What follows belongs to an exercise in optimizing a design on an open flow for small area, a short achievable clock period and few clock cycles per item; a production flow would make more cautious choices. RTL that was checked went through simulation tests only; none was proved equivalent to the original. No functional check of the RTL was part of runs 1 to 3.

## flow/config.mk

```make
export PLATFORM = sky130hd
export DESIGN_NAME = cos_unit
export DESIGN_NICKNAME = cos_unit
export VERILOG_FILES = /design/flow/design.v
export SDC_FILE = /design/flow/constraint.sdc
export NUM_CORES = 4
export LEC_CHECK = 0
export ABC_AREA = 1
export CAP_MARGIN = 20
export CORE_MARGIN = 2
export CORE_UTILIZATION = 45
export SETUP_SLACK_MARGIN = 4.8
export SLEW_MARGIN = 20
export TNS_END_PERCENT = 100
```

## flow/constraint.sdc

```tcl
create_clock -name core_clock -period 8.0 [get_ports {clock}]
set_input_delay 1.6000 -clock core_clock [delete_from_list [all_inputs] [get_ports {clock}]]
set_output_delay 1.6000 -clock core_clock [all_outputs]
set_load 0.01 [all_outputs]
```

## flow/design.v

```verilog
`default_nettype none
package cordic_pkg;
    localparam int word_width = 32;
    localparam int fp_bias = 127;
    localparam int max_iterations = 16;
    localparam logic [word_width-1:0] cordic_gain_init = 32'h4DBA_76D4;
    typedef union packed {
        logic [word_width-1:0] bits;
        struct packed {
            logic        sign;
            logic [7:0]  exponent;
            logic [22:0] mantissa;
        } fields;
    } fp_word_t;
    function automatic logic [word_width-1:0] atan_entry(input logic [3:0] index);
        logic [word_width-1:0] angle;
        case (index)
            4'd0:    angle = 32'h6487_ED51;
            4'd1:    angle = 32'h3B58_CE0A;
            4'd2:    angle = 32'h1F5B_75F9;
            4'd3:    angle = 32'h0FEA_DD4D;
            4'd4:    angle = 32'h07FD_56ED;
            4'd5:    angle = 32'h03FF_AAB7;
            4'd6:    angle = 32'h01FF_F555;
            4'd7:    angle = 32'h00FF_FEAA;
            4'd8:    angle = 32'h007F_FFD5;
            4'd9:    angle = 32'h003F_FFFA;
            4'd10:   angle = 32'h001F_FFFF;
            4'd11:   angle = 32'h000F_FFFF;
            4'd12:   angle = 32'h0007_FFFF;
            4'd13:   angle = 32'h0003_FFFF;
            4'd14:   angle = 32'h0001_FFFF;
            default: angle = 32'h0000_FFFF;
        endcase
        atan_entry = angle;
    endfunction
endpackage
`default_nettype wire
`default_nettype none
module angle_to_fixed (
    input  logic [31:0] angle,
    output logic [31:0] aligned_s16,
    output logic [3:0]  shift,
    output logic [9:0]  dsel
);
    logic [31:0] aligned;
    logic        in_range, in_a, in_b;
    logic [30:0] w;
    logic [4:0]  ge_a;
    logic [4:0]  ge_b;
    assign aligned     = {1'b1, angle[22:0], 8'b0};
    assign in_range    = (angle[30:28] == 3'b011);
    assign aligned_s16 = !in_range ? 32'd0 : (angle[27] ? aligned : {16'd0, aligned[31:16]});
    assign shift       = ~angle[26:23];
    assign w    = angle[30:0];
    assign in_b = (angle[30:23] == 8'd127);
    assign in_a = in_range & !in_b;
    assign ge_a[0] = 1'b1;
    assign ge_a[1] = (w >= 31'h3d9d3a95);
    assign ge_a[2] = (w >= 31'h3ea4bc7e);
    assign ge_a[3] = (w >= 31'h3f11152b);
    assign ge_a[4] = (w >= 31'h3f490fdb);
    assign ge_b[0] = 1'b1;
    assign ge_b[1] = (w[22:0] >= 23'h1b7813);
    assign ge_b[2] = (w[22:0] >= 23'h37756b);
    assign ge_b[3] = (w[22:0] >= 23'h56d0e1);
    assign ge_b[4] = (w[22:0] >= 23'h762c57);
    assign dsel[0] = (in_b & ge_b[0] & !ge_b[1]);   
    assign dsel[1] = (in_b & ge_b[1] & !ge_b[2]);   
    assign dsel[2] = (in_b & ge_b[2] & !ge_b[3]);   
    assign dsel[3] = (in_b & ge_b[3] & !ge_b[4]);   
    assign dsel[4] = (in_b & ge_b[4]);   
    assign dsel[5] = (in_a & ge_a[0] & !ge_a[1]) | !in_range;   
    assign dsel[6] = (in_a & ge_a[1] & !ge_a[2]);   
    assign dsel[7] = (in_a & ge_a[2] & !ge_a[3]);   
    assign dsel[8] = (in_a & ge_a[3] & !ge_a[4]);   
    assign dsel[9] = (in_a & ge_a[4]);   
endmodule
module preload_tables (
    input  logic [9:0]  dsel,
    output logic [31:0] x_pre,
    output logic [31:0] y_pre,
    output logic [31:0] offset
);
    always_comb begin
        x_pre  = '0;
        y_pre  = '0;
        offset = '0;
        if (dsel[0]) begin x_pre = x_pre | 32'h515f3467; y_pre = y_pre | 32'h9da0019b; offset = offset | 32'h709a6815; end
        if (dsel[1]) begin x_pre = x_pre | 32'h625ffe63; y_pre = y_pre | 32'haea0cb9b; offset = offset | 32'h5875728d; end
        if (dsel[2]) begin x_pre = x_pre | 32'h7360c863; y_pre = y_pre | 32'hc958e473; offset = offset | 32'h389fb7f3; end
        if (dsel[3]) begin x_pre = x_pre | 32'h7d18173d; y_pre = y_pre | 32'he67ed102; offset = offset | 32'h19be869b; end
        if (dsel[4]) begin x_pre = x_pre | 32'h7f85eaf5; y_pre = y_pre | 32'h06129148; offset = offset | 32'hf9e8cc01; end
        if (dsel[5]) begin x_pre = x_pre | 32'h7f85eaf3; y_pre = y_pre | 32'hf9ed6eb8; offset = offset | 32'h061733ff; end
        if (dsel[6]) begin x_pre = x_pre | 32'h7d18173d; y_pre = y_pre | 32'h19812efe; offset = offset | 32'he6417965; end
        if (dsel[7]) begin x_pre = x_pre | 32'h7360c863; y_pre = y_pre | 32'h36a71b8d; offset = offset | 32'hc760480d; end
        if (dsel[8]) begin x_pre = x_pre | 32'h625ffe65; y_pre = y_pre | 32'h515f3465; offset = offset | 32'ha78a8d73; end
        if (dsel[9]) begin x_pre = x_pre | 32'h515f3465; y_pre = y_pre | 32'h625ffe65; offset = offset | 32'h8f6597eb; end
    end
endmodule
`default_nettype wire
`default_nettype none
module cordic_rotator #(
    parameter int M       = 4,
    parameter int N       = 10,    
    parameter int XY_ARCH = 0,
    parameter int Z_ARCH  = 0
) (
    input  logic         clock,
    input  logic         arst_n,
    input  logic         clk_en,
    input  logic         start,
    input  logic [31:0]  aligned_s16,
    input  logic [3:0]   shift,
    input  logic [N-1:0] dsel,
    output logic [31:0]  cos_fixed,
    output logic         done
);
    logic         accept;
    logic         busy;
    logic         valid;
    logic         last;
    logic         first;     
    logic [N-1:0] sel;
    logic [3:0]   index;     
    logic [3:0]   index_n;   
    logic [3:0]   index_h;   
    logic [3:0]   index_hn;  
    logic [15:0]  onehot;    
    logic [31:0] x, y, z;
    logic [31:0] xa, ya, xs, ys, at, zo;
    logic [31:0] x_pre, y_pre, offset;
    logic        neg;
    logic        pos;        
    logic        negy;       
    logic        fill;
    logic [31:0] xt, yt, xsum, ysum, zsum, znext;
    assign accept = start & clk_en;
    assign last   = busy & !first & (index == 4'd15);
    assign neg    = z[31];
    always_comb begin
        at = '0;
        for (int k = 0; k < 16; k++) at = at | (onehot[k] ? cordic_pkg::atan_entry(4'(k)) : 32'd0);
    end
    preload_tables preload_tables_inst (.dsel(sel), .x_pre(x_pre), .y_pre(y_pre), .offset(offset));
    assign fill = y[31] & !first;
    assign ys   = shift_right(y, fill, index, index_h);
    assign xs   = shift_right(x, 1'b0, ~index_n, ~index_hn);
    assign xa   = first ? offset : (pos ? ~x : x);
    assign ya   = negy ? ~y : y;
    assign zo   = neg ? at : ~at;
    cpa #(.W(32), .ARCH(XY_ARCH)) x_add (.a(xa), .b(ys), .ci(1'b0), .s(xt));
    cpa #(.W(32), .ARCH(XY_ARCH)) y_add (.a(ya), .b(xs), .ci(1'b0), .s(yt));
    cpa #(.W(32), .ARCH(Z_ARCH))  z_add (.a(z), .b(zo), .ci(~neg), .s(zsum));
    assign xsum  = pos ? ~xt : xt;
    assign ysum  = negy ? ~yt : yt;
    assign znext = first ? xsum : zsum;
    function automatic logic [31:0] shift_right(input logic [31:0] v, input logic fill,
                                                 input logic [3:0] sa, input logic [3:0] sb);
        logic [31:0] t;
        logic [62:0] e;
        t = v;
        for (int l = 3; l >= 0; l--) begin
            e = {{31{fill}}, t};
            for (int j = 0; j < 32; j++)
                t[j] = ((j >= 16) ? sa[l] : sb[l]) ? e[j + (1 << l)] : e[j];
        end
        shift_right = t;
    endfunction
    always_ff @(posedge clock) begin
        if (accept) begin
            y       <= aligned_s16;
            pos     <= 1'b0;
            negy    <= 1'b0;
            sel     <= dsel;
            first   <= 1'b1;
            index    <= shift;
            index_n  <= ~4'(M - 1);
            index_h  <= shift;
            index_hn <= ~4'(M - 1);
            onehot  <= 16'(1) << (M - 1);
        end else begin
            y       <= first ? y_pre : ((busy && !last) ? ysum : 32'd0);
            pos     <= ~znext[31];
            negy    <= znext[31];
            first   <= 1'b0;
            index   <= first ? 4'(M) : index + 4'd1;
            index_n <= index_n - 4'd1;
            if (busy) begin
                index_h  <= first ? 4'(M) : index_h + 4'd1;
                index_hn <= index_hn - 4'd1;
            end
            onehot  <= {onehot[14:0], onehot[15]};
        end
        x <= first ? x_pre : xsum;
        z <= znext;
    end
    always_ff @(posedge clock or negedge arst_n) begin
        if (!arst_n) begin
            busy  <= 1'b0;
            valid <= 1'b0;
            done  <= 1'b0;
        end else begin
            if (accept) begin
                busy  <= 1'b1;
                valid <= 1'b0;
            end else if (last) begin
                busy  <= 1'b0;
                valid <= 1'b1;
            end
            if (clk_en) done <= !start && (valid || last);
        end
    end
    assign cos_fixed = x;
endmodule
`default_nettype wire
module cpa #(
    parameter int W = 32,
    parameter int ARCH = 1
) (
    input  logic [W-1:0] a,
    input  logic [W-1:0] b,
    input  logic         ci,
    output logic [W-1:0] s
);
    if (ARCH == 0) begin : g_beh
        logic [W:0] t;
        assign t = {a, 1'b1} + {b, ci};
        assign s = t[W:1];
    end else begin : g_pfx
        localparam int N = W + 1;
        localparam int L = $clog2(N);
        logic [N-1:0] g0, p0, gg, pp;
        assign g0 = {a & b, ci};
        assign p0 = {a ^ b, 1'b0};
        always_comb begin
            gg = g0;
            pp = p0;
            if (ARCH == 1) begin
                for (int l = 0; l < L; l++)
                    for (int j = (2 << l) - 1; j < N; j += (2 << l)) begin
                        gg[j] = gg[j] | (pp[j] & gg[j - (1 << l)]);
                        pp[j] = pp[j] & pp[j - (1 << l)];
                    end
                for (int l = L - 2; l >= 0; l--)
                    for (int j = 3 * (1 << l) - 1; j < N; j += (2 << l)) begin
                        gg[j] = gg[j] | (pp[j] & gg[j - (1 << l)]);
                        pp[j] = pp[j] & pp[j - (1 << l)];
                    end
            end else if (ARCH == 2) begin
                for (int l = 0; l < L; l++)
                    for (int j = 0; j < N; j++)
                        if ((j >> l) & 1) begin
                            gg[j] = gg[j] | (pp[j] & gg[((j >> l) << l) - 1]);
                            pp[j] = pp[j] & pp[((j >> l) << l) - 1];
                        end
            end else begin
                for (int j = 1; j < N; j++) begin
                    gg[j] = gg[j] | (pp[j] & gg[j - 1]);
                end
            end
        end
        assign s = p0[N-1:1] ^ gg[N-2:0];
    end
endmodule
`default_nettype none
module fixed_to_float (
    input  logic [31:0] cos_fixed,
    output logic [31:0] result
);
    assign result = {8'h3F, cos_fixed[31], cos_fixed[29:7]};
endmodule
`default_nettype wire
`default_nettype none
module cos_unit (
    input  logic        clock,
    input  logic        arst_n,
    input  logic        clk_en,
    input  logic        start,
    input  logic [31:0] dataa,
    output logic [31:0] result,
    output logic        done
);
    localparam int M = 4;
    localparam int N = 10;
    logic [31:0]  aligned_s16;
    logic [3:0]   shift;
    logic [N-1:0] dsel;
    logic [31:0]  cos_fixed;
    angle_to_fixed angle_to_fixed_inst (
        .angle       (dataa),
        .aligned_s16 (aligned_s16),
        .shift       (shift),
        .dsel        (dsel)
    );
    cordic_rotator #(.M(M), .N(N)) cordic_rotator_inst (
        .clock       (clock),
        .arst_n      (arst_n),
        .clk_en      (clk_en),
        .start       (start),
        .aligned_s16 (aligned_s16),
        .shift       (shift),
        .dsel        (dsel),
        .cos_fixed   (cos_fixed),
        .done        (done)
    );
    fixed_to_float fixed_to_float_inst (
        .cos_fixed (cos_fixed),
        .result    (result)
    );
endmodule
`default_nettype wire
```

## flow/flow/run.sh

```bash
#!/bin/bash
# Standard layout, but the port buffers are buf_2 cells instead of the delay
# buffers buffer_ports picks by default. Full tool output goes to standard_flow.log.
set -euo pipefail
bash standard.sh "BUFFER_PORTS_ARGS=-buffer_cell sky130_fd_sc_hd__buf_2" finish > standard_flow.log 2>&1
```

## flow/standard.sh

```bash
#!/bin/bash
# synth_recipe.tcl (not shown) runs the flow's synth.tcl, then flattens the netlist and writes it again
# the make line also repeats each setting of config.mk as NAME=value (left out here)
make -C /OpenROAD-flow-scripts/flow DESIGN_CONFIG=/design/flow/config.mk WORK_HOME=/design/flow/orfs CLKGATE_MAP_FILE= SYNTH_SCRIPT=/design/flow/synth_recipe.tcl "${@:-finish}"
```

==> metrics.md, run 1 <==
| Metric | Value |
|---|---|
| Crit path required time | 8350 ps |
| Final hold violation count | 0 |
| Final WL | a little over 70 mm |
| Post-synthesis sequential area ratio | 0.181 |
| Peak per-stage delay on the critical path | 510 ps |
| Yosys synthesis warning count | 2 |
| Fin crit period | 3310 ps |
| Main combinational cell family by area after synthesis | simple AND/OR/NAND/NOR gates |
| Global route overflow | 0 |
| Most frequent cells in the layout | 640 x nand2_1, 266 x inv_1, 183 x nor2_1, 152 x o21ai_0, 143 x nand3_1 |
| Synth top area share | 0.155 |
| Status | timing/DRC/antenna clean |
| Simple-gate area share of the yosys netlist | 0.328 |
| Ranking of synthesized cells by area | nand2_1 16%, dfxtp_1 15%, o21ai_0 8.5% |
| Critical path's slowest cell | edfxtp_1 |
| Final setup vio count | 0 |
| Setup TNS | 0 ps |
| CTS Buf Count | 17 |
| Starting density of the core | 0.458 |
| Area Overhead vs Synth | 27.7% |
| Max clock buf depth | 2 |
| Clk latency of the worst-skew pair | 460 ps |
| Vias per cell | around 5.8 |
| Antenna-violating nets left | 0 |
| Adder-Cell Fraction of Synth Area | 0.0746 |
| CTS root buf | clkbuf_16 |
| Nets@finish | 3025 |
| Synth unique cells | 61 |
| HPWL Detailed | 54.1 mm |
| Layout cells sized above 1 | 0.255 |
| #FFs+latches synth | between 100 and 150 |
| # DRC | 0 |
| IO buf count | 59 |
| Critical Path, Cell by Cell | buf_4 > nor4_2 > nor2_1 > a21oi_2 > o21ai_1 > ha_1 > nor2_1 > a21oi_4 > buf_4 > buf_12 > a21oi_2 > nand3b_1 > nand3b_1 > nand3_4 > nand2_1 |
| Buf/Inv on CP | 3 |
| Post-synth top flop | dfxtp_1 |
| # rows | 70 |
| Crit-path leading delay family | simple AND/OR/NAND/NOR gates |
| Crit Path Max Fanout | 3 |
| Initial antenna violation count | 2 |
| Max Fclk | 302 MHz |
| Worst Max-Slew Pin Slew | 656 ps |
| Die X | 197 um |
| Final Max Slew Viols | 0 |
| Skew final | ~14 ps |
| Fraction of registers with async set/reset | 0.0208 |
| Mean Syn Cell Area | 6.08 um^2 |
| GRT Overall Usage | 0.353 |
| CTS sink cnt | 144 |
| Pre-Repair DR Iteration Count | 8 |
| Commonest non-fill, non-tap cell in the layout | nand2_1 |
| Largest net degree at the start of global routing | 65 |
| RSZ-0062 raised after global routing | yes |
| Reg clk slew, reported paths | 80 ps |
| CTS H-tree lvls | 4 |
| Die Y | 197 um |
| Crit share post-route | 0.414 |
| Hold Path Class | register to register |
| Post-synth top area cell | nand2_1 |
| Critical path arrival | 3660 ps |
| Average wire per standard cell | between 20 and 25 um |
| Core Region | roughly 37000 um^2 |
| Multiplexer share of the synthesized area | 0.0263 |
| Full die area | 38900 um^2 |
| DRT iter0 DRCs | just over 2000 |
| Global-route wire length before repair | 104 mm |
| Vias in the first global route | roughly 18000 |
| Top Ports | 69 |
| CP startpoint kind | register |
| Xor/xnor share of the synthesized area | 0.0855 |
| CTS tree | yes |
| Synthesized cell area | about 17000 um^2 |
| Routability cong. | 0.999 |
| Post-synth EDFFs | 14 |
| Rel. slew slack | 0.558 |
| Crit end category | register |
| Max Cap Viol | 0 |
| Compound-Gate Fraction of Synth Area | 0.198 |
| Critical path class | register to register |
| Post-Syn Instances | between 2000 and 3000 |
| Via count | 19600 |
## synthesized netlist by cell type, types with 11 or more instances
library cell    n
a21o_1         14
a21oi_1       167
a31oi_1        21
buf_2          23
buf_4          35
clkbuf_1       53
dfxtp_1       127
edfxtp_1       14
ha_1           97
inv_1         290
mux2i_1        43
nand2_1       696
nand2_2        14
nand3_1       189
nand3b_1       15
nand4_1        26
nor2_1        234
nor3_1         38
nor4_1         23
o21a_1         11
o21ai_0       287
o21ai_1        23
o21bai_1       15
or2_1          13
xnor2_1        47
xor2_1        117
## cells by family (layout without fill, tap and decap cells)
group | Yosys count | after routing
other | 2 | 10
muxes | 44 | 44
buffers and inverters | 429 | 564
AOI/OAI and AO/OA | 600 | 600
DFF | 144 | 144
adders and majority gates | 99 | 99
xor gates and xnor gates | 164 | 164
and+or+nand+nor | 1280 | 1280
## worst register-to-register path: stages (launching register included)
cell and delay [ps]:
edfxtp_1 510, buf_4 190, nor4_2 310, nor2_1 110, a21oi_2 190, o21ai_1 160
ha_1 340, nor2_1 200, a21oi_4 80, buf_4 160, buf_12 120, a21oi_2 210
nand3b_1 170, nand3b_1 220, nand3_4 200, nand2_1 70
## through the flow
step | std cells | utilization | hold slack, ps | worst slack, ps | cell area (um^2)
6_report | 3373 | 0.585 | 430 | 4690 | 21500
5_1_grt | 3371 | 0.585 | 465 | 4600 | 21500
4_1_cts | 3277 | 0.524 | 440 | 4720 | 19200
3_5_place_dp | 3175 | 0.466 | 446 | 3350 | 17100
3_3_place_gp | 3175 | 0.466 | 445 | 3300 | 17100
2_1_floorplan | 2768 | - | 435 | 4910 | 16800
## layout make-up
class | count | area [um^2]
Clock inverter | 13 | 169
Sequential cell | 144 | 3100
Tap cell | 468 | 586
Timing Repair Buffer | 224 | 1810
Timing Repair inverter | 3 | 20.0
Multi-Input combinational cell | 2195 | 14100
Clock buffer | 19 | 443
Antenna cell | 2 | 5.00
Inverter | 305 | 1210
Fill cell | 3625 | 15200
## metal layers
metal / vias up / track usage / routed length (um)
met5: - / 0 / 13
met4: 2 / 0.112 / 2340
met3: 153 / 0.0821 / 7370
met2: 866 / 0.533 / 30500
met1: 9191 / 0.494 / 31000
li1: 9428 / - / -
## worst paths after layout
kind	slack [ps]	cells after the start	start	to
max	4690	15	cordic_rotator_inst.sel[1]$_DFFE_PP_	cordic_rotator_inst.z[28]$_DFF_P_
min	430	2	cordic_rotator_inst.onehot[11]$_SDFF_PP0_	cordic_rotator_inst.onehot[12]$_SDFF_PP0_
max reg2reg	4690	15	cordic_rotator_inst.sel[1]$_DFFE_PP_	cordic_rotator_inst.z[28]$_DFF_P_
min reg2reg	430	2	cordic_rotator_inst.onehot[11]$_SDFF_PP0_	cordic_rotator_inst.onehot[12]$_SDFF_PP0_
max in group asynchronous	6950	1	arst_n	cordic_rotator_inst.done$_DFFE_PN0P_
min in group asynchronous	940	1	arst_n	cordic_rotator_inst.busy$_DFFE_PN0P_
## flip-flops by register name (all words and copies together), names as in the netlist
name / cells
cordic_rotator_inst.index_h: 4
cordic_rotator_inst.negy: 1
cordic_rotator_inst.first: 1
cordic_rotator_inst.pos: 1
cordic_rotator_inst.done: 1
cordic_rotator_inst.sel: 10
cordic_rotator_inst.index: 4
cordic_rotator_inst.index_hn: 4
cordic_rotator_inst.z: 32
cordic_rotator_inst.busy: 1
cordic_rotator_inst.x: 32
cordic_rotator_inst.y: 32
cordic_rotator_inst.index_n: 4
cordic_rotator_inst.onehot: 16
cordic_rotator_inst.valid: 1
## repair_timing
item | 4_1_cts | 5_1_grt
buffers inserted | 63 | 92
hold buffers | 0 | 0
cloned | 7 | 2
pin swaps | 46 | 108
endpoints found under the hold margin | 0 | 0
endpoints found under the setup margin | 102 | 84
resized for setup | 271 | 427
==> run 2, diff against run 1 <==
--- a/flow/design.v
+++ b/flow/design.v
@@ -126,21 +126,23 @@
     logic [3:0]   index_n;   
     logic [3:0]   index_h;   
     logic [3:0]   index_hn;  
-    logic [15:0]  onehot;    
-    logic [31:0] x, y, z;
-    logic [31:0] xa, ya, xs, ys, at, zo;
+    logic [15-M:0] onehot;
+    localparam int ZW = 29;
+    logic [31:0]   x, y;
+    logic [ZW-1:0] z, at, zo, zsum, znext;
+    logic [31:0]   xa, ya, xs, ys;
     logic [31:0] x_pre, y_pre, offset;
     logic        neg;
     logic        pos;        
     logic        negy;       
     logic        fill;
-    logic [31:0] xt, yt, xsum, ysum, zsum, znext;
+    logic [31:0] xt, yt, xsum, ysum;
     assign accept = start & clk_en;
     assign last   = busy & !first & (index == 4'd15);
-    assign neg    = z[31];
+    assign neg    = z[ZW-1];
     always_comb begin
         at = '0;
-        for (int k = 0; k < 16; k++) at = at | (onehot[k] ? cordic_pkg::atan_entry(4'(k)) : 32'd0);
+        for (int k = 0; k <= 15 - M; k++) at = at | (onehot[k] ? ZW'(cordic_pkg::atan_entry(4'(M + k))) : ZW'(0));
     end
     preload_tables preload_tables_inst (.dsel(sel), .x_pre(x_pre), .y_pre(y_pre), .offset(offset));
     assign fill = y[31] & !first;
@@ -151,10 +153,10 @@
     assign zo   = neg ? at : ~at;
     cpa #(.W(32), .ARCH(XY_ARCH)) x_add (.a(xa), .b(ys), .ci(1'b0), .s(xt));
     cpa #(.W(32), .ARCH(XY_ARCH)) y_add (.a(ya), .b(xs), .ci(1'b0), .s(yt));
-    cpa #(.W(32), .ARCH(Z_ARCH))  z_add (.a(z), .b(zo), .ci(~neg), .s(zsum));
+    cpa #(.W(ZW), .ARCH(Z_ARCH))  z_add (.a(z), .b(zo), .ci(~neg), .s(zsum));
     assign xsum  = pos ? ~xt : xt;
     assign ysum  = negy ? ~yt : yt;
-    assign znext = first ? xsum : zsum;
+    assign znext = first ? xsum[ZW-1:0] : zsum;
     function automatic logic [31:0] shift_right(input logic [31:0] v, input logic fill,
                                                  input logic [3:0] sa, input logic [3:0] sb);
         logic [31:0] t;
@@ -178,11 +180,11 @@
             index_n  <= ~4'(M - 1);
             index_h  <= shift;
             index_hn <= ~4'(M - 1);
-            onehot  <= 16'(1) << (M - 1);
+            onehot  <= '0;
         end else begin
             y       <= first ? y_pre : ((busy && !last) ? ysum : 32'd0);
-            pos     <= ~znext[31];
-            negy    <= znext[31];
+            pos     <= ~znext[ZW-1];
+            negy    <= znext[ZW-1];
             first   <= 1'b0;
             index   <= first ? 4'(M) : index + 4'd1;
             index_n <= index_n - 4'd1;
@@ -190,7 +192,7 @@
                 index_h  <= first ? 4'(M) : index_h + 4'd1;
                 index_hn <= index_hn - 4'd1;
             end
-            onehot  <= {onehot[14:0], onehot[15]};
+            onehot  <= {onehot[14-M:0], first};
         end
         x <= first ? x_pre : xsum;
         z <= znext;
==> metrics.md, run 2 <==
| Metric | Value |
|---|---|
| Reg clk slew, reported paths | approximately 60 ps |
| Max clock buf depth | 2 |
| Setup TNS | 0 ps |
| CTS Buf Count | 17 |
| Final Instance Area | 19800 um^2 |
| Yosys synthesis warning count | 2 |
| Skew final | 18.3 ps |
| Post-layout util | 0.554 |
| Max Fclk | 303 MHz |
| Post-Syn Instances | 2721 |
| Synthesized cell area | 16300 um^2 |
| Worst Max-Slew Pin Slew | 930 ps |
| Ant. Diodes | 0 |
| CP Depth | 18 |
| Most frequent cells in the layout | 696 x nand2_1, 297 x inv_1, 201 x nor2_1, 183 x o21ai_0, 136 x nand3_1 |
| Post-synthesis sequential area ratio | 0.178 |
| CP startpoint kind | register |
| Pre-Repair DR Iteration Count | 6 |
| Max Cap Viol | 0 |
| Full die area | 37800 um^2 |
| Buf/Inv on CP | 4 |
| Die X | 194 um |
| Post-synth top flop | dfxtp_1 |
| # hold bufs at CTS | 0 |
| Critical path class | register to register |
| Global route overflow | 0 |
| Peak per-stage delay on the critical path | slightly below 400 ps |
| Nets@finish | 2943 |
| IO buf count | 59 |
| Synth unique cells | 65 |
| CTS tree | yes |
| Starting density of the core | 0.457 |
| Reg2Reg Depth | 18 |
| Average wire per standard cell | 20.1 um |
| Final hold violation count | 0 |
| Final setup vio count | 0 |
| Largest net degree at the start of global routing | 69 |
| Antenna-violating nets left | 0 |
| CTS sink cnt | 137 |
| Crit-path leading delay family | compound AO/OA/AOI/OAI gates |
| CTS H-tree lvls | 4 |
| Fillers | 3691 |
| # rows | 69 |
| Crit Path Max Fanout | 5 |
| Area Overhead vs Synth | 21.3% |
| DRT iter0 DRCs | 1846 |
| Layout cells sized above 1 | 0.208 |
| Routability cong. | 0.980 |
| Most common cell in the synthesized netlist | nand2_1 |
| Area taken by multi-input logic gates | 13000 um^2 |
| Ranking of synthesized cells by area | nand2_1 17%, dfxtp_1 15%, o21ai_0 8.9% |
| Status | timing/DRC/antenna clean |
| Final WL | 66.1 mm |
| Vias in the first global route | 16700 |
| Hold Path Stages | 2 |
| Post-synth top cells | 739 x nand2_1, 310 x inv_1, 289 x o21ai_0, 240 x nor2_1, 167 x nand3_1 |
| Via count | 18600 |
| Commonest non-fill, non-tap cell in the layout | nand2_1 |
| Hold Path Class | register to register |
| Regs by FF count | cordic_rotator_inst.x (32), cordic_rotator_inst.y (32), cordic_rotator_inst.z (29) |
| Top Ports | 69 |
| DP Area | 16600 um^2 |
| #FFs+latches synth | around 140 |
| Vias per cell | between 5 and 6 |
| Core Region | 35700 um^2 |
| Synth top area share | 0.170 |
| Fin crit period | 3300 ps |
| HPWL Detailed | 51.1 mm |
| Initial antenna violation count | 0 |
| Crit end category | register |
| Critical path arrival | 3620 ps |
| Post-synth EDFFs | 14 |
| Crit share post-route | 0.412 |
| Final Max Slew Viols | 0 |
| Clk latency of the worst-skew pair | 460 ps |
| # DRC | 0 |
| Critical Path, Cell by Cell | buf_6 > clkinvlp_4 > o211ai_1 > o21ai_1 > o21ai_1 > inv_1 > o21ai_2 > ha_2 > inv_2 > fa_2 > o21ai_4 > nand3_2 > nand2_4 > nand2_1 > nand3b_1 > nand3_4 > nand2_2 > nor2_1 |
| Global-route wire length before repair | 98.2 mm |
| Critical path's slowest cell | edfxtp_1 |
| Fraction of registers with async set/reset | 0.0219 |
| Register area | 2960 um^2 |
| CP most frequent cell | o21ai_1 |
| GRT Overall Usage | 0.339 |
| Post-synth top area cell | nand2_1 |
| Mean Syn Cell Area | 5.99 um^2 |
| Die Y | slightly below 200 um |
| RSZ-0062 raised after global routing | yes |
| Rel. slew slack | 0.373 |
| Crit path required time | around 8300 ps |
| CTS root buf | clkbuf_16 |
## run 2: cell count changes after synthesis, sizes merged, moves of 7 or more
cell | before | now
nor4 | 24 | 17
nor3 | 38 | 31
dfxtp | 127 | 120
clkbuf | 55 | 31
nor2 | 242 | 255
nand2 | 716 | 758
xor2 | 117 | 104
buf | 69 | 85
nand3 | 193 | 171
nand4 | 26 | 18
a21oi | 172 | 154
inv | 299 | 320
## run 2: worst paths after layout
check	startpoint	endpoint	slack (ps)
max	cordic_rotator_inst.index_h[3]$_DFFE_PP_	cordic_rotator_inst.pos$_SDFF_PP0_	4700
min	cordic_rotator_inst.onehot[7]$_SDFF_PP0_	cordic_rotator_inst.onehot[8]$_SDFF_PP0_	450
max reg2reg	cordic_rotator_inst.index_h[3]$_DFFE_PP_	cordic_rotator_inst.pos$_SDFF_PP0_	4700
min reg2reg	cordic_rotator_inst.onehot[7]$_SDFF_PP0_	cordic_rotator_inst.onehot[8]$_SDFF_PP0_	450
max in group asynchronous	arst_n	cordic_rotator_inst.busy$_DFFE_PN0P_	6910
min in group asynchronous	arst_n	cordic_rotator_inst.done$_DFFE_PN0P_	950
## run 2: cells by family (layout without fill, tap and decap cells)
kind of cell               count (synthesis)  count (layout)  share of synthesized area
AOI/OAI and AO/OA                        564             564                      0.191
xor gates and xnor gates                 152             152                     0.0817
adders and majority gates                 97              97                     0.0754
buffers and inverters                    438             534                      0.112
DFF                                      137             137                      0.178
muxes                                     45              45                     0.0277
other                                      2               8                   0.000461
and+or+nand+nor                         1286            1286                      0.334
## run 2: tightest hold or removal path: stages, from the launching register on
cell and delay (ps):
dfxtp_1 320, inv_1 50, nor2_1 40
## run 2: final cells by class
class / instances / area share
Multi-Input combinational cell: 2152 / 0.657
Sequential cell: 137 / 0.150
Inverter: 322 / 0.0636
Clock buffer: 20 / 0.0221
Tap cell: 461 / 0.0292
Timing Repair Buffer: 178 / 0.0713
Clock inverter: 12 / 0.00595
Timing Repair inverter: 2 / 0.000760
## run 2: repair_timing
action	4_1_cts	5_1_grt
setup buffers	40	69
setup endpoints to repair	89	73
cloned	5	1
pin swaps	19	56
resized for setup	187	308
## run 2: per-layer routing
| layer | routed length (um) | track usage | vias to the layer above | part of all wire |
|---|---|---|---|---|
| li1 | - | - | 9093 | - |
| met5 | 0 | 0 | - | 0 |
| met1 | 29900 | 0.491 | 8530 | 0.45 |
| met4 | 2470 | 0.120 | 0 | 0.037 |
| met2 | 28000 | 0.507 | 829 | 0.42 |
| met3 | 5840 | 0.0521 | 147 | 0.088 |
## run 2: stage by stage
step                hold slack (ps)  setup slack (ps)  std cells
floorplan                       408              5070       2727
global placement                418              3690       3137
detailed placement              421              3600       3137
CTS                             434              4780       3214
global route                    467              4580       3284
finish                          445              4700       3284
==> run 3, diff against run 2 <==
--- a/flow/design.v
+++ b/flow/design.v
@@ -39,8 +39,7 @@
 `default_nettype none
 module angle_to_fixed (
     input  logic [31:0] angle,
-    output logic [31:0] aligned_s16,
-    output logic [3:0]  shift,
+    output logic [31:0] fixed_angle,
     output logic [9:0]  dsel
 );
     logic [31:0] aligned;
@@ -50,8 +49,7 @@
     logic [4:0]  ge_b;
     assign aligned     = {1'b1, angle[22:0], 8'b0};
     assign in_range    = (angle[30:28] == 3'b011);
-    assign aligned_s16 = !in_range ? 32'd0 : (angle[27] ? aligned : {16'd0, aligned[31:16]});
-    assign shift       = ~angle[26:23];
+    assign fixed_angle = in_range ? (aligned >> (~angle[27:23])) : 32'd0;
     assign w    = angle[30:0];
     assign in_b = (angle[30:23] == 8'd127);
     assign in_a = in_range & !in_b;
@@ -110,12 +108,12 @@
     input  logic         arst_n,
     input  logic         clk_en,
     input  logic         start,
-    input  logic [31:0]  aligned_s16,
-    input  logic [3:0]   shift,
+    input  logic [31:0]  fixed_angle,
     input  logic [N-1:0] dsel,
     output logic [31:0]  cos_fixed,
     output logic         done
 );
+    localparam int ZW = 29;
     logic         accept;
     logic         busy;
     logic         valid;
@@ -127,16 +125,14 @@
     logic [3:0]   index_h;   
     logic [3:0]   index_hn;  
     logic [15-M:0] onehot;
-    localparam int ZW = 29;
     logic [31:0]   x, y;
-    logic [ZW-1:0] z, at, zo, zsum, znext;
+    logic [ZW-1:0] z, at, zo, zsum;
     logic [31:0]   xa, ya, xs, ys;
-    logic [31:0] x_pre, y_pre, offset;
-    logic        neg;
-    logic        pos;        
-    logic        negy;       
-    logic        fill;
-    logic [31:0] xt, yt, xsum, ysum;
+    logic [31:0]   x_pre, y_pre, offset;
+    logic          neg;
+    logic          pos;      
+    logic          negy;     
+    logic [31:0]   xt, yt, xsum, ysum;
     assign accept = start & clk_en;
     assign last   = busy & !first & (index == 4'd15);
     assign neg    = z[ZW-1];
@@ -145,18 +141,16 @@
         for (int k = 0; k <= 15 - M; k++) at = at | (onehot[k] ? ZW'(cordic_pkg::atan_entry(4'(M + k))) : ZW'(0));
     end
     preload_tables preload_tables_inst (.dsel(sel), .x_pre(x_pre), .y_pre(y_pre), .offset(offset));
-    assign fill = y[31] & !first;
-    assign ys   = shift_right(y, fill, index, index_h);
-    assign xs   = shift_right(x, 1'b0, ~index_n, ~index_hn);
-    assign xa   = first ? offset : (pos ? ~x : x);
-    assign ya   = negy ? ~y : y;
-    assign zo   = neg ? at : ~at;
+    assign ys = shift_right(y, y[31], index, index_h);
+    assign xs = shift_right(first ? 32'd0 : x, 1'b0, ~index_n, ~index_hn);
+    assign xa = first ? x_pre : (pos ? ~x : x);
+    assign ya = first ? y_pre : (negy ? ~y : y);
+    assign zo = first ? offset[ZW-1:0] : (neg ? at : ~at);
     cpa #(.W(32), .ARCH(XY_ARCH)) x_add (.a(xa), .b(ys), .ci(1'b0), .s(xt));
     cpa #(.W(32), .ARCH(XY_ARCH)) y_add (.a(ya), .b(xs), .ci(1'b0), .s(yt));
-    cpa #(.W(ZW), .ARCH(Z_ARCH))  z_add (.a(z), .b(zo), .ci(~neg), .s(zsum));
-    assign xsum  = pos ? ~xt : xt;
-    assign ysum  = negy ? ~yt : yt;
-    assign znext = first ? xsum[ZW-1:0] : zsum;
+    cpa #(.W(ZW), .ARCH(Z_ARCH))  z_add (.a(z), .b(zo), .ci(!first && !neg), .s(zsum));
+    assign xsum = pos ? ~xt : xt;
+    assign ysum = negy ? ~yt : yt;
     function automatic logic [31:0] shift_right(input logic [31:0] v, input logic fill,
                                                  input logic [3:0] sa, input logic [3:0] sb);
         logic [31:0] t;
@@ -171,31 +165,31 @@
     endfunction
     always_ff @(posedge clock) begin
         if (accept) begin
-            y       <= aligned_s16;
-            pos     <= 1'b0;
-            negy    <= 1'b0;
-            sel     <= dsel;
-            first   <= 1'b1;
-            index    <= shift;
+            z        <= fixed_angle[ZW-1:0];
+            pos      <= 1'b0;
+            negy     <= 1'b0;
+            sel      <= dsel;
+            first    <= 1'b1;
+            index    <= 4'(M - 1);
             index_n  <= ~4'(M - 1);
-            index_h  <= shift;
+            index_h  <= 4'(M - 1);
             index_hn <= ~4'(M - 1);
-            onehot  <= '0;
+            onehot   <= '0;
         end else begin
-            y       <= first ? y_pre : ((busy && !last) ? ysum : 32'd0);
-            pos     <= ~znext[ZW-1];
-            negy    <= znext[ZW-1];
-            first   <= 1'b0;
-            index   <= first ? 4'(M) : index + 4'd1;
-            index_n <= index_n - 4'd1;
+            z        <= zsum;
+            pos      <= ~zsum[ZW-1];
+            negy     <= zsum[ZW-1];
+            first    <= 1'b0;
+            index    <= index + 4'd1;
+            index_n  <= index_n - 4'd1;
             if (busy) begin
-                index_h  <= first ? 4'(M) : index_h + 4'd1;
+                index_h  <= index_h + 4'd1;
                 index_hn <= index_hn - 4'd1;
             end
-            onehot  <= {onehot[14-M:0], first};
+            onehot   <= {onehot[14-M:0], first};
         end
-        x <= first ? x_pre : xsum;
-        z <= znext;
+        x <= xsum;
+        y <= (busy && !accept && !last) ? ysum : 32'd0;
     end
     always_ff @(posedge clock or negedge arst_n) begin
         if (!arst_n) begin
@@ -285,14 +279,12 @@
 );
     localparam int M = 4;
     localparam int N = 10;
-    logic [31:0]  aligned_s16;
-    logic [3:0]   shift;
+    logic [31:0]  fixed_angle;
     logic [N-1:0] dsel;
     logic [31:0]  cos_fixed;
     angle_to_fixed angle_to_fixed_inst (
         .angle       (dataa),
-        .aligned_s16 (aligned_s16),
-        .shift       (shift),
+        .fixed_angle (fixed_angle),
         .dsel        (dsel)
     );
     cordic_rotator #(.M(M), .N(N)) cordic_rotator_inst (
@@ -300,8 +292,7 @@
         .arst_n      (arst_n),
         .clk_en      (clk_en),
         .start       (start),
-        .aligned_s16 (aligned_s16),
-        .shift       (shift),
+        .fixed_angle (fixed_angle),
         .dsel        (dsel),
         .cos_fixed   (cos_fixed),
         .done        (done)
==> metrics.md, run 3 <==
| Metric | Value |
|---|---|
| RSZ-0062 raised after global routing | yes |
| # hold bufs at CTS | 0 |
| Final setup vio count | 0 |
| GRT Overall Usage | 0.329 |
| Rel. slew slack | 0.410 |
| Most common cell in the synthesized netlist | nand2_1 |
| Ranking of synthesized cells by area | nand2_1 24%, dfxtp_1 14%, inv_1 9.4% |
| Initial antenna violation count | 3 |
| DRT iter0 DRCs | between 1500 and 2000 |
| HPWL Detailed | 53.7 mm |
| Status | timing/DRC/antenna clean |
| Setup TNS | 0 ps |
| IO buf count | 59 |
| Via count | 21100 |
| CTS root buf | clkbuf_16 |
| Final WL | slightly below 70 mm |
| Vias per cell | 5.54 |
| Critical path arrival | 3570 ps |
| CTS H-tree lvls | 4 |
| Synthesized cell area | 17700 um^2 |
| CP startpoint kind | register |
| Regs by FF count | cordic_rotator_inst.x (32), cordic_rotator_inst.y (32), cordic_rotator_inst.z (29) |
| Post-synth top flop | dfxtp_1 |
| Skew final | 17.6 ps |
| Die Y | 202 um |
| Fin crit period | 3190 ps |
| Hold Path Stages | 2 |
| Commonest non-fill, non-tap cell in the layout | nand2_1 |
| Crit end category | register |
| Min-Delay Endpoint | cordic_rotator_inst.onehot[8]$_SDFF_PP0_ |
| Fillers | ~4200 |
| Post-synth top cells | 1135 x nand2_1, 442 x inv_1, 292 x nor2_1, 240 x o21ai_0, 226 x nand3_1 |
| Largest net degree at the start of global routing | 56 |
| Reg2Reg Depth | 20 |
| Synth top area share | 0.241 |
| Average wire per standard cell | 18.2 um |
| # DRC | 0 |
| Nets@finish | 3419 |
| Final Max Slew Viols | 0 |
| Antenna-violating nets left | 0 |
| Routability cong. | between 1 and 1.5 |
| Yosys synthesis warning count | 2 |
| Crit path required time | around 8400 ps |
| Post-layout util | 0.519 |
| CTS Buf Count | 17 |
| Crit share post-route | 0.398 |
| DP Area | 18000 um^2 |
| Setup slack, reg-to-reg | slightly below 5000 ps |
| Worst reg2reg endpoint | cordic_rotator_inst.y[24]$_SDFF_PN0_ |
| Die X | 202 um |
| Post-Syn Instances | 3273 |
| Mean Syn Cell Area | 5.41 um^2 |
| Global-route wire length before repair | between 100 and 150 mm |
| Final Instance Area | 20100 um^2 |
| Fraction of registers with async set/reset | 0.0219 |
| #FFs+latches synth | 137 |
| Pre-Repair DR Iteration Count | 6 |
| Ant. Diodes | 0 |
| Post-synth top area cell | nand2_1 |
| Crit Path Max Fanout | 23 |
| Area Overhead vs Synth | 13.6% |
| # rows | 72 |
| Reg clk slew, reported paths | approximately 70 ps |
| Clk latency of the worst-skew pair | roughly 470 ps |
| Max clock buf depth | 2 |
| Most frequent cells in the layout | 1110 x nand2_1, 427 x inv_1, 249 x nor2_1, 215 x nand3_1, 208 x o21ai_0 |
| Global route overflow | 0 |
| Vias in the first global route | between 15000 and 20000 |
| Core Region | 38700 um^2 |
| Post-synthesis sequential area ratio | 0.161 |
| Final hold slack | 461 ps |
| Worst hold path startpoint | cordic_rotator_inst.onehot[7]$_SDFF_PP0_ |
| Worst Max-Slew Pin Slew | 882 ps |
| Full die area | 40900 um^2 |
| Critical path class | register to register |
| Layout cells sized above 1 | 0.112 |
| R2R Path Start | cordic_rotator_inst.first$_DFF_P_ |
| Top Ports | 69 |
| Hold Path Class | register to register |
| CTS tree | yes |
| Post-synth EDFFs | 10 |
| Max Fclk | 314 MHz |
| Starting density of the core | 0.457 |
| Synth unique cells | 51 |
| Final hold violation count | 0 |
| CTS sink cnt | 137 |
| Max Cap Viol | 0 |
-- run 3: cell families after synthesis --
family,after synthesis,share of synthesized area
adder cells (fa/ha/maj),97,0.0698
other,2,0.000424
AO/OA/AOI/OAI,556,0.166
AND/OR/NAND/NOR,1764,0.405
flip-flops,137,0.161
buffers and inverters,596,0.136
XOR/XNOR,103,0.0510
multiplexers,18,0.0102
-- run 3: critical path, cell delays in order (launching register included) --
cell and delay (ps):
dfxtp_4 390, buf_12 160, clkinv_16 110, nand2_4 110, o21ai_0 100, o22ai_2 300, o22ai_2 120, nand2_1 80
nand2_1 90, ha_1 240, fa_2 360, nand2_1 70, nand2_1 80, and2_4 160, nand2_1 60, nand2_1 110
nand3_1 100, nand3_1 140, nand2_1 90, nand2_1 60, nor2_2 150
-- run 3: stage by stage --
| step | instances | setup WS [ps] |
|---|---|---|
| 5_1_grt | 3816 | 4680 |
| 6_report | 3816 | 4810 |
| 3_3_place_gp | 3723 | 3580 |
| 4_1_cts | 3778 | 4790 |
| 3_5_place_dp | 3723 | 3590 |
| 2_1_floorplan | 3279 | 5160 |
-- run 3: final cells by class --
type / count / area [um^2] / area share
clock buffer: 22 / 464 / 0.0231
sequential: 137 / 2900 / 0.144
tap: 518 / 648 / 0.0322
timing repair inverter: 7 / 60.1 / 0.00299
inverter: 457 / 1800 / 0.0893
multi-input combinational: 2546 / 13200 / 0.658
clock inverter: 9 / 148 / 0.00734
timing repair buffer: 120 / 865 / 0.0430
-- run 3: how the worst max path moves through the flow --
| stage | start | endpoint | slack [ps] |
|---|---|---|---|
| global route | cordic_rotator_inst.index[3]$_SDFF_PP0_ | cordic_rotator_inst.x[31]$_DFF_P_ | 4680 |
| floorplan | dataa[23] | cordic_rotator_inst.sel[5]$_DFFE_PP_ | 5160 |
| finish | cordic_rotator_inst.first$_DFF_P_ | cordic_rotator_inst.y[24]$_SDFF_PN0_ | 4810 |
| detailed placement | cordic_rotator_inst.first$_DFF_P_ | cordic_rotator_inst.y[28]$_SDFF_PN0_ | 3590 |
| global placement | cordic_rotator_inst.first$_DFF_P_ | cordic_rotator_inst.y[28]$_SDFF_PN0_ | 3580 |
| CTS | cordic_rotator_inst.first$_DFF_P_ | cordic_rotator_inst.z[25]$_DFF_P_ | 4790 |
-- run 3: metal layers --
layer  GRT usage  vias to the layer above  part of all wire  wire length (um)
met4      0.0858                        4             0.024              1680
li1            -                    10400                 -                 -
met3      0.0510                      107             0.084              5860
met2       0.502                      876              0.43             29600
met1       0.478                     9697              0.46             32200
met5           0                        -           0.00042                29
-- run 3: timing repair --
action | in CTS | in global routing
gates cloned | 6 | 3
setup buffers | 18 | 35
gates resized for setup | 84 | 211
pin swaps | 7 | 16
setup endpoints to repair | 100 | 81
==> run 4, diff against run 3 <==
--- a/flow/design.v
+++ b/flow/design.v
@@ -171,9 +171,9 @@
             sel      <= dsel;
             first    <= 1'b1;
             index    <= 4'(M - 1);
-            index_n  <= ~4'(M - 1);
+            index_n  <= 4'(15 - (M - 1));
             index_h  <= 4'(M - 1);
-            index_hn <= ~4'(M - 1);
+            index_hn <= 4'(15 - (M - 1));
             onehot   <= '0;
         end else begin
             z        <= zsum;
--- a/flow/config.mk
+++ b/flow/config.mk
@@ -6,9 +6,9 @@
 export NUM_CORES = 4
 export LEC_CHECK = 0
 export ABC_AREA = 1
-export CAP_MARGIN = 20
+export CAP_MARGIN = 5
 export CORE_MARGIN = 2
 export CORE_UTILIZATION = 45
 export SETUP_SLACK_MARGIN = 4.8
-export SLEW_MARGIN = 20
+export SLEW_MARGIN = 5
 export TNS_END_PERCENT = 100
==> metrics.md, run 4 <==
| Metric | Value |
|---|---|
| Fillers | 4179 |
| CTS root buf | clkbuf_16 |
| Reg2Reg Depth | 20 |
| Setup TNS | 0 ps |
| Crit path required time | ~8400 ps |
| Peak per-stage delay on the critical path | 520 ps |
| Global route overflow | 0 |
| Ranking of synthesized cells by area | nand2_1 24%, dfxtp_1 14%, inv_1 9.3% |
| Final hold violation count | 0 |
| Post-synth top flop | dfxtp_1 |
| Post-Syn Instances | 3277 |
| HPWL Detailed | 53.0 mm |
| Synth top area share | 0.240 |
| Fraction of registers with async set/reset | 0.0219 |
| Vias per cell | 5.49 |
| Reg clk slew, reported paths | 70 ps |
| Final Max Slew Viols | 0 |
| Largest net degree at the start of global routing | 56 |
| Crit end category | register |
| Status | timing/DRC/antenna clean |
| Mean Syn Cell Area | 5.41 um^2 |
| Die Y | 202 um |
| Nets@finish | 3434 |
| CP Launch Point | cordic_rotator_inst.sel[1]$_DFFE_PP_ |
| Critical path arrival | 3480 ps |
| IO buf count | 59 |
| Starting density of the core | 0.458 |
| Critical Path, Cell by Cell | buf_4 > nor2_4 > nand2_1 > nor2_2 > nand2_1 > inv_2 > nor2_1 > ha_2 > inv_1 > fa_2 > inv_1 > nand3_1 > nand2_2 > nand2_1 > nand2_1 > a21o_1 > nand2_1 > nand3b_1 > nand2_1 > inv_1 |
| #FFs+latches synth | ~140 |
| Hold Path Class | register to register |
| Core Region | approximately 39000 um^2 |
| Post-synthesis sequential area ratio | 0.161 |
| Layout cells sized above 1 | 0.119 |
| Routability cong. | 1.01 |
| Pre-Repair DR Iteration Count | 6 |
| Average wire per standard cell | 18.1 um |
| # rows | just over 70 |
| Most frequent cells in the layout | 1106 x nand2_1, 422 x inv_1, 248 x nor2_1, 220 x nand3_1, 212 x o21ai_0 |
| Worst Max-Slew Pin Slew | 890 ps |
| Post-synth top area cell | nand2_1 |
| Area Overhead vs Synth | 14.1% |
| Vias in the first global route | between 15000 and 20000 |
| CTS H-tree lvls | 4 |
| Synthesized cell area | about 18000 um^2 |
| R2R Path Start | cordic_rotator_inst.sel[1]$_DFFE_PP_ |
| # DRC | 0 |
| Initial antenna violation count | 2 |
| CP most frequent cell | nand2_1 |
| CTS Buf Count | 17 |
| GRT Overall Usage | 0.328 |
| Final setup vio count | 0 |
| Rel. slew slack | 0.406 |
| Synth unique cells | between 50 and 60 |
| Clk latency of the worst-skew pair | about 480 ps |
| Max Cap Viol | 0 |
| Post-synth top cells | 1133 x nand2_1, 438 x inv_1, 293 x nor2_1, 241 x o21ai_0, 229 x nand3_1 |
| Critical path class | register to register |
| CTS sink cnt | between 100 and 150 |
| Most common cell in the synthesized netlist | nand2_1 |
| CP Capture Point | cordic_rotator_inst.x[26]$_DFF_P_ |
| Regs by FF count | cordic_rotator_inst.x (32), cordic_rotator_inst.y (32), cordic_rotator_inst.z (29) |
| Skew final | 17.2 ps |
| Max Fclk | 324 MHz |
| Setup slack, reg-to-reg | just under 5000 ps |
| Full die area | 41000 um^2 |
| Yosys synthesis warning count | 2 |
| Antenna-violating nets left | 0 |
| Post-synth EDFFs | 10 |
| Final WL | 69.4 mm |
| Crit share post-route | 0.386 |
| Final hold slack | 446 ps |
| Via count | 21000 |
| Worst reg2reg endpoint | cordic_rotator_inst.x[26]$_DFF_P_ |
| Commonest non-fill, non-tap cell in the layout | nand2_1 |
| Global-route wire length before repair | 105 mm |
| Crit Path Max Fanout | 6 |
| DRT iter0 DRCs | 2094 |
| Max clock buf depth | 2 |
| CTS tree | yes |
| Top Ports | 69 |
| Die X | 202 um |
| CP startpoint kind | register |
| Critical path's slowest cell | edfxtp_1 |
| RSZ-0062 raised after global routing | yes |
| Fin crit period | 3090 ps |
## run 4: changes by cell type after synthesis, sizes merged, moves of 3 or more
cell,previous run,this run
nand3,226,229
clkbuf,58,55
buf,81,87
nor2,299,302
## run 4: critical path: cells and delay by family, from the launching register on
kind	cells	cell delay [ps]
and+or+nand+nor	12	1290
buffers and inverters	5	540
AOI/OAI and AO/OA	1	230
adders and majority gates	2	410
DFF	1	520
## run 4: how the worst min path moves through the flow
stage	depth (start not counted)	slack (ps)	end	startpoint
floorplan	2	410	cordic_rotator_inst.onehot[8]$_SDFF_PP0_	cordic_rotator_inst.onehot[7]$_SDFF_PP0_
global placement	2	420	cordic_rotator_inst.onehot[8]$_SDFF_PP0_	cordic_rotator_inst.onehot[7]$_SDFF_PP0_
detailed placement	2	430	cordic_rotator_inst.onehot[8]$_SDFF_PP0_	cordic_rotator_inst.onehot[7]$_SDFF_PP0_
CTS	2	440	cordic_rotator_inst.onehot[8]$_SDFF_PP0_	cordic_rotator_inst.onehot[7]$_SDFF_PP0_
global route	2	490	cordic_rotator_inst.onehot[8]$_SDFF_PP0_	cordic_rotator_inst.onehot[7]$_SDFF_PP0_
finish	2	450	cordic_rotator_inst.onehot[8]$_SDFF_PP0_	cordic_rotator_inst.onehot[7]$_SDFF_PP0_
## run 4: final cells by class
| cell class | instances | area (um^2) | area share |
|---|---|---|---|
| repair buffers | 133 | 995 | 0.0492 |
| clock inverters | 13 | 168 | 0.00829 |
| well taps | 518 | 648 | 0.0320 |
| flip-flops and latches | 137 | 2900 | 0.143 |
| inverters | 456 | 1780 | 0.0878 |
| diodes | 1 | 2.50 | 0.000124 |
| clock buffers | 19 | 453 | 0.0224 |
| repair inverters | 8 | 62.6 | 0.00309 |
| multi-input cells | 2548 | 13200 | 0.654 |
## run 4: cell families after synthesis
| kind of cell | after synthesis | synth area share |
|---|---|---|
| adders and majority gates | 97 | 0.0697 |
| and+or+nand+nor | 1765 | 0.405 |
| muxes | 18 | 0.0102 |
| xor gates and xnor gates | 101 | 0.0499 |
| other | 2 | 0.000424 |
| DFF | 137 | 0.161 |
| AOI/OAI and AO/OA | 559 | 0.167 |
| buffers and inverters | 598 | 0.137 |
## run 4: repair_timing
action / in CTS / in global routing
buffers inserted: 15 / 48
setup endpoints to repair: 101 / 77
hold buffers: 0 / 0
pin swaps: 5 / 37
resized for setup: 64 / 218
cloned: 6 / 5
## run 4: metrics by stage
step	utilization	instances	cell area [um^2]	setup slack [ps]
detailed placement	0.466	3726	18000	3570
finish	0.522	3833	20200	4910
floorplan	-	3283	17700	5160
global placement	0.466	3726	18000	3640
CTS	0.494	3779	19100	4800
global route	0.522	3832	20200	4700
## run 4: metal layers
layer	part of all wire	global-route usage
met4	0.028	0.105
met2	0.42	0.493
met1	0.46	0.476
met5	0.00020	0
met3	0.092	0.0528
Testbench counts of run 4, summed over its fixed seeds: cycles 7,168, items 512.
==> run 5, diff against run 4 <==
--- a/flow/config.mk
+++ b/flow/config.mk
@@ -6,9 +6,9 @@
 export NUM_CORES = 4
 export LEC_CHECK = 0
 export ABC_AREA = 1
-export CAP_MARGIN = 5
+export CAP_MARGIN = 20
 export CORE_MARGIN = 2
 export CORE_UTILIZATION = 45
 export SETUP_SLACK_MARGIN = 4.8
-export SLEW_MARGIN = 5
+export SLEW_MARGIN = 20
 export TNS_END_PERCENT = 100
==> metrics.md, run 5 <==
| Metric | Value |
|---|---|
| Final Max Slew Viols | 0 |
| Compound-Gate Fraction of Synth Area | 0.167 |
| Reg clk slew, reported paths | 70 ps |
| CTS H-tree lvls | 4 |
| Final WL | just under 70 mm |
| CTS Buf Count | 17 |
| Average wire per standard cell | approximately 18 um |
| Most common cell in the synthesized netlist | nand2_1 |
| Xor/xnor share of the synthesized area | 0.0499 |
| Synth top area share | 0.240 |
| DRT iter0 DRCs | 2094 |
| Pre-Repair DR Iteration Count | 6 |
| CTS tree | yes |
| Simple-gate area share of the yosys netlist | 0.405 |
| Post-synth top cells | 1133 x nand2_1, 438 x inv_1, 293 x nor2_1, 241 x o21ai_0, 229 x nand3_1 |
| Final hold violation count | 0 |
| Routability cong. | 1.01 |
| Global-route wire length before repair | 105 mm |
| Setup TNS | 0 ps |
| Fin crit period | between 3000 and 4000 ps |
| Clk latency of the worst-skew pair | 480 ps |
| Area taken by multi-input logic gates | 13200 um^2 |
| Skew final | about 17 ps |
| Die Y | 202 um |
| Crit share post-route | 0.386 |
| CTS sink cnt | about 140 |
| Worst Max-Slew Pin Slew | 890 ps |
| Post-synth EDFFs | 10 |
| Post-synth top flop | dfxtp_1 |
| Register area | 2900 um^2 |
| Crit end category | register |
| Synth unique cells | 52 |
| CTS root buf | clkbuf_16 |
| IO buf count | 59 |
| Max clock buf depth | 2 |
| #FFs+latches synth | 137 |
| Yosys synthesis warning count | 2 |
| # rows | 72 |
| Regs by FF count | cordic_rotator_inst.x (32), cordic_rotator_inst.y (32), cordic_rotator_inst.z (29) |
| Critical path class | register to register |
| # hold bufs at CTS | 0 |
| Place WS | 3570 ps |
| Peak per-stage delay on the critical path | 520 ps |
| Crit-path leading delay family | simple AND/OR/NAND/NOR gates |
| Full die area | 41000 um^2 |
| Antenna-violating nets left | 0 |
| CP Launch Point | cordic_rotator_inst.sel[1]$_DFFE_PP_ |
| Mean Syn Cell Area | 5.41 um^2 |
| RSZ-0062 raised after global routing | yes |
| Hold Path Class | register to register |
| Initial antenna violation count | 2 |
| Vias in the first global route | 18800 |
| Layout cells sized above 1 | 0.119 |
| CP startpoint kind | register |
| Crit path required time | 8390 ps |
| Synthesized cell area | 17700 um^2 |
| Critical path's slowest cell | edfxtp_1 |
| R2R Path Start | cordic_rotator_inst.sel[1]$_DFFE_PP_ |
| Critical Path, Cell by Cell | buf_4 > nor2_4 > nand2_1 > nor2_2 > nand2_1 > inv_2 > nor2_1 > ha_2 > inv_1 > fa_2 > inv_1 > nand3_1 > nand2_2 > nand2_1 > nand2_1 > a21o_1 > nand2_1 > nand3b_1 > nand2_1 > inv_1 |
| Post-synth top area cell | nand2_1 |
| # DRC | 0 |
| GRT Overall Usage | 0.328 |
| Starting density of the core | 0.458 |
| Post-layout util | 0.522 |
| Multiplexer share of the synthesized area | 0.0102 |
| Vias per cell | 5.49 |
| HPWL Detailed | 53.0 mm |
| Fillers | 4179 |
| Largest net degree at the start of global routing | 56 |
| Adder-Cell Fraction of Synth Area | 0.0697 |
| Buf/Inv on CP | 5 |
| Via count | 21000 |
| Ranking of synthesized cells by area | nand2_1 24%, dfxtp_1 14%, inv_1 9.3% |
| Fraction of registers with async set/reset | 0.0219 |
| Nets@finish | 3434 |
| Crit Path Max Fanout | 6 |
| CP most frequent cell | nand2_1 |
| Post-Syn Instances | roughly 3300 |
| Area Overhead vs Synth | 14.1% |
| Die X | 202 um |
| Max Fclk | between 300 and 400 MHz |
| Worst hold path startpoint | cordic_rotator_inst.onehot[7]$_SDFF_PP0_ |
| Main combinational cell family by area after synthesis | simple AND/OR/NAND/NOR gates |
| Max Cap Viol | 0 |
| Post-synthesis sequential area ratio | 0.161 |
| Critical path arrival | roughly 3500 ps |
| Top Ports | 69 |
| Core Region | 38700 um^2 |
| Final setup vio count | 0 |
| Most frequent cells in the layout | 1106 x nand2_1, 422 x inv_1, 248 x nor2_1, 220 x nand3_1, 212 x o21ai_0 |
| Global route overflow | 0 |
| Slack of the critical path | 4910 ps |
| Commonest non-fill, non-tap cell in the layout | nand2_1 |
| Rel. slew slack | 0.406 |
| Status | timing/DRC/antenna clean |
run 5: final timing paths:
| kind | end | slack, ps | cells after the start |
|---|---|---|---|
| max | cordic_rotator_inst.x[26]$_DFF_P_ | 4910 | 20 |
| min | cordic_rotator_inst.onehot[8]$_SDFF_PP0_ | 450 | 2 |
| max reg2reg | cordic_rotator_inst.x[26]$_DFF_P_ | 4910 | 20 |
| min reg2reg | cordic_rotator_inst.onehot[8]$_SDFF_PP0_ | 450 | 2 |
| max in group asynchronous | cordic_rotator_inst.busy$_DFFE_PN0P_ | 6950 | 1 |
| min in group asynchronous | cordic_rotator_inst.done$_DFFE_PN0P_ | 920 | 1 |
run 5: tightest hold or removal path: stages, from the launching register on:
cell	delay [ps]
dfxtp_1	320
inv_1	50
nor2_1	30
run 5: metal layers:
metal / vias up / share of wire / GRT usage / wire length (um)
met4: 2 / 0.028 / 0.105 / 1950
met2: 909 / 0.42 / 0.493 / 28900
met3: 117 / 0.092 / 0.0528 / 6370
met1: 9549 / 0.46 / 0.476 / 32200
li1: 10500 / - / - / -
met5: - / 0.00020 / 0 / 14
run 5: cells by family (layout without fill, tap and decap cells):
kind of cell / count (synthesis) / in the layout
flip-flops: 137 / 137
AO/OA/AOI/OAI: 559 / 559
multiplexers: 18 / 18
XOR/XNOR: 101 / 101
buffers and inverters: 598 / 629
other: 2 / 9
AND/OR/NAND/NOR: 1765 / 1765
adder cells (fa/ha/maj): 97 / 97
run 5: stage by stage:
| stage | hold slack [ps] | area, um^2 | std cells |
|---|---|---|---|
| 3_5_place_dp | 428 | 18000 | 3726 |
| 6_report | 446 | 20200 | 3833 |
| 5_1_grt | 486 | 20200 | 3832 |
| 2_1_floorplan | 408 | 17700 | 3283 |
| 3_3_place_gp | 419 | 18000 | 3726 |
| 4_1_cts | 444 | 19100 | 3779 |
run 5: repair_timing:
action | 4_1_cts | 5_1_grt
buffers inserted | 15 | 48
pin swaps | 5 | 37
resized for setup | 64 | 218
setup endpoints to repair | 101 | 77
cloned | 6 | 5
run 5: cell type report:
type                       instances  share of cell area
tap                              518              0.0320
inverter                         456              0.0878
clock buffer                      19              0.0224
sequential                       137               0.143
timing repair inverter             8             0.00309
antenna                            1            0.000124
timing repair buffer             133              0.0492
clock inverter                    13             0.00829
multi-input combinational       2548               0.654
==> run 6, diff against run 5 <==
--- a/flow/config.mk
+++ b/flow/config.mk
@@ -8,7 +8,7 @@
 export ABC_AREA = 1
 export CAP_MARGIN = 20
 export CORE_MARGIN = 2
-export CORE_UTILIZATION = 45
-export SETUP_SLACK_MARGIN = 4.8
+export CORE_UTILIZATION = 50
+export SETUP_SLACK_MARGIN = 5.0
 export SLEW_MARGIN = 20
 export TNS_END_PERCENT = 100
==> metrics.md, run 6 <==
| Metric | Value |
|---|---|
| Post-synth top flop | dfxtp_1 |
| Final WL | 77.9 mm |
| Post-Syn Instances | 3277 |
| # DRC | 0 |
| Via count | 22500 |
| Nets@finish | 3529 |
| IO buf count | 59 |
| Antenna-violating nets left | 0 |
| Global route overflow | 0 |
| HPWL Detailed | 53.2 mm |
| CTS sink cnt | 137 |
| Skew final | 16.7 ps |
| Final hold violation count | 0 |
| Die Y | roughly 190 um |
| CTS root buf | clkbuf_16 |
| Worst Max-Slew Pin Slew | 832 ps |
| Post-synthesis sequential area ratio | 0.161 |
| Worst hold path startpoint | cordic_rotator_inst.onehot[7]$_SDFF_PP0_ |
| Final Max Slew Viols | 0 |
| Area Overhead vs Synth | 28.8% |
| RSZ-0062 raised after global routing | yes |
| Critical path arrival | 3660 ps |
| Yosys synthesis warning count | 2 |
| Critical path class | register to register |
| Post-synth EDFFs | 10 |
| Status | timing/DRC/antenna clean |
| Most common cell in the synthesized netlist | nand2_1 |
| #FFs+latches synth | roughly 140 |
| GRT Overall Usage | 0.381 |
| CTS tree | yes |
| Fraction of registers with async set/reset | 0.0219 |
| Max clock buf depth | 2 |
| Fin crit period | 3290 ps |
| Routability cong. | 1.02 |
| Vias in the first global route | 19500 |
| Reg2Reg Depth | 17 |
| Core Region | ~35000 um^2 |
| Initial antenna violation count | 5 |
| Reg clk slew, reported paths | 70 ps |
| Synth unique cells | 52 |
| R2R Path Start | cordic_rotator_inst.first$_DFF_P_ |
| Top Ports | 69 |
| Final setup vio count | 0 |
| Vias per cell | ~5.8 |
| Largest net degree at the start of global routing | between 50 and 60 |
| Setup slack, reg-to-reg | ~4700 ps |
| Ranking of synthesized cells by area | nand2_1 24%, dfxtp_1 14%, inv_1 9.3% |
==> run 6: timing repair <==
item,in CTS,in global routing
gates cloned,8,6
pin swaps,14,153
setup buffers,46,107
setup endpoints to repair,102,88
resized for setup,181,616
==> run 6: final cells by class <==
type	count	area, um^2	area share
clock buffers	21	470	0.0206
clock inverters	11	145	0.00636
repair inverters	10	78.8	0.00345
inverters	456	1810	0.0794
diodes	1	2.50	0.000110
repair buffers	226	1840	0.0807
well taps	455	569	0.0249
flip-flops and latches	137	2910	0.128
multi-input cells	2548	15000	0.657
==> run 6: worst max-delay path by stage <==
| stage | slack [ps] | cells after the start | from | end |
|---|---|---|---|---|
| 3_5_place_dp | 4000 | 20 | cordic_rotator_inst.sel[2]$_DFFE_PP_ | cordic_rotator_inst.z[28]$_DFF_P_ |
| 5_1_grt | 4650 | 17 | cordic_rotator_inst.first$_DFF_P_ | cordic_rotator_inst.x[30]$_DFF_P_ |
| 2_1_floorplan | 5160 | 7 | dataa[23] | cordic_rotator_inst.sel[5]$_DFFE_PP_ |
| 6_report | 4710 | 17 | cordic_rotator_inst.first$_DFF_P_ | cordic_rotator_inst.x[31]$_DFF_P_ |
| 3_3_place_gp | 3970 | 18 | cordic_rotator_inst.sel[6]$_DFFE_PP_ | cordic_rotator_inst.z[28]$_DFF_P_ |
| 4_1_cts | 4900 | 17 | cordic_rotator_inst.onehot[6]$_SDFF_PP0_ | cordic_rotator_inst.z[28]$_DFF_P_ |
==> run 6: cells by family after synthesis <==
group	Yosys count	share of synthesized area
compound gates	559	0.167
xor+xnor	101	0.0499
fa+ha+maj	97	0.0697
buf+inv	598	0.137
flops	137	0.161
mux	18	0.0102
other cells	2	0.000424
simple gates	1765	0.405
==> run 6: per-stage QoR <==
step / cells / setup slack [ps] / utilization / area [um^2] / hold WS, ps
detailed placement: 3665 / 4000 / 0.518 / 18000 / 423
floorplan: 3283 / 5160 / - / 17700 / 408
CTS: 3751 / 4900 / 0.566 / 19700 / 439
finish: 3865 / 4710 / 0.658 / 22800 / 449
global placement: 3663 / 3970 / 0.518 / 18000 / 420
global route: 3864 / 4650 / 0.658 / 22800 / 488
==> run 6: routing by layer <==
layer / wire [um] / GRT usage / vias to the layer above
met5: 35 / 0 / -
met4: 7360 / 0.282 / 6
met3: 7420 / 0.0815 / 442
met2: 35700 / 0.662 / 1161
met1: 27400 / 0.408 / 10200
li1: - / - / 10700
==> run 6: critical path: stages (launching register included) <==
cell,delay [ps]
dfxtp_4,500
buf_12,190
inv_8,60
buf_4,150
nor2_4,130
inv_4,60
nor4_4,430
buf_4,220
nor2_1,190
ha_4,310
a21oi_1,200
o21ai_1,140
a21oi_2,210
nor2_1,80
nor2_1,120
nand2_1,70
nand2_1,50
nand2_1,50

## afterwards: timing with drivers on the ports
The flow's constraints put no driver on any port. The routed layouts listed below were extracted and timed again, unchanged, in two steps. Step 1 sets driving cells, clkbuf_16 on the clock port and buf_2 on the other inputs (assumed; they add their load-dependent delay and slew). Step 2 adds t to the input delays and takes it off the output delays; t is the mean of the earliest and latest rising clock arrival at the registers after step 1. Input paths then give back, and output paths get back, about the clock's delay inside the block. Three values: ideal, step 1, step 2; two values: the first two.
run | t, ns | setup slack, ns | worst hold slack (ns)
run 1 | 0.502 | 4.692 / 4.692 / 4.440 | 0.430 / 0.430 / 0.430
run 2 | 0.502 | 4.705 / 4.705 / 4.530 | 0.445 / 0.445 / 0.445
run 3 | 0.524 | 4.813 / 4.813 / 4.399 | 0.461 / 0.461 / 0.461
run 4 | 0.530 | 4.912 / 4.875 / 4.419 | 0.446 / 0.446 / 0.446
run 5 | 0.530 | 4.912 / 4.875 / 4.419 | 0.446 / 0.446 / 0.446
run 6 | 0.538 | 4.712 / 4.712 / 4.437 | 0.449 / 0.449 / 0.449
After both steps every run listed still meets setup and hold.
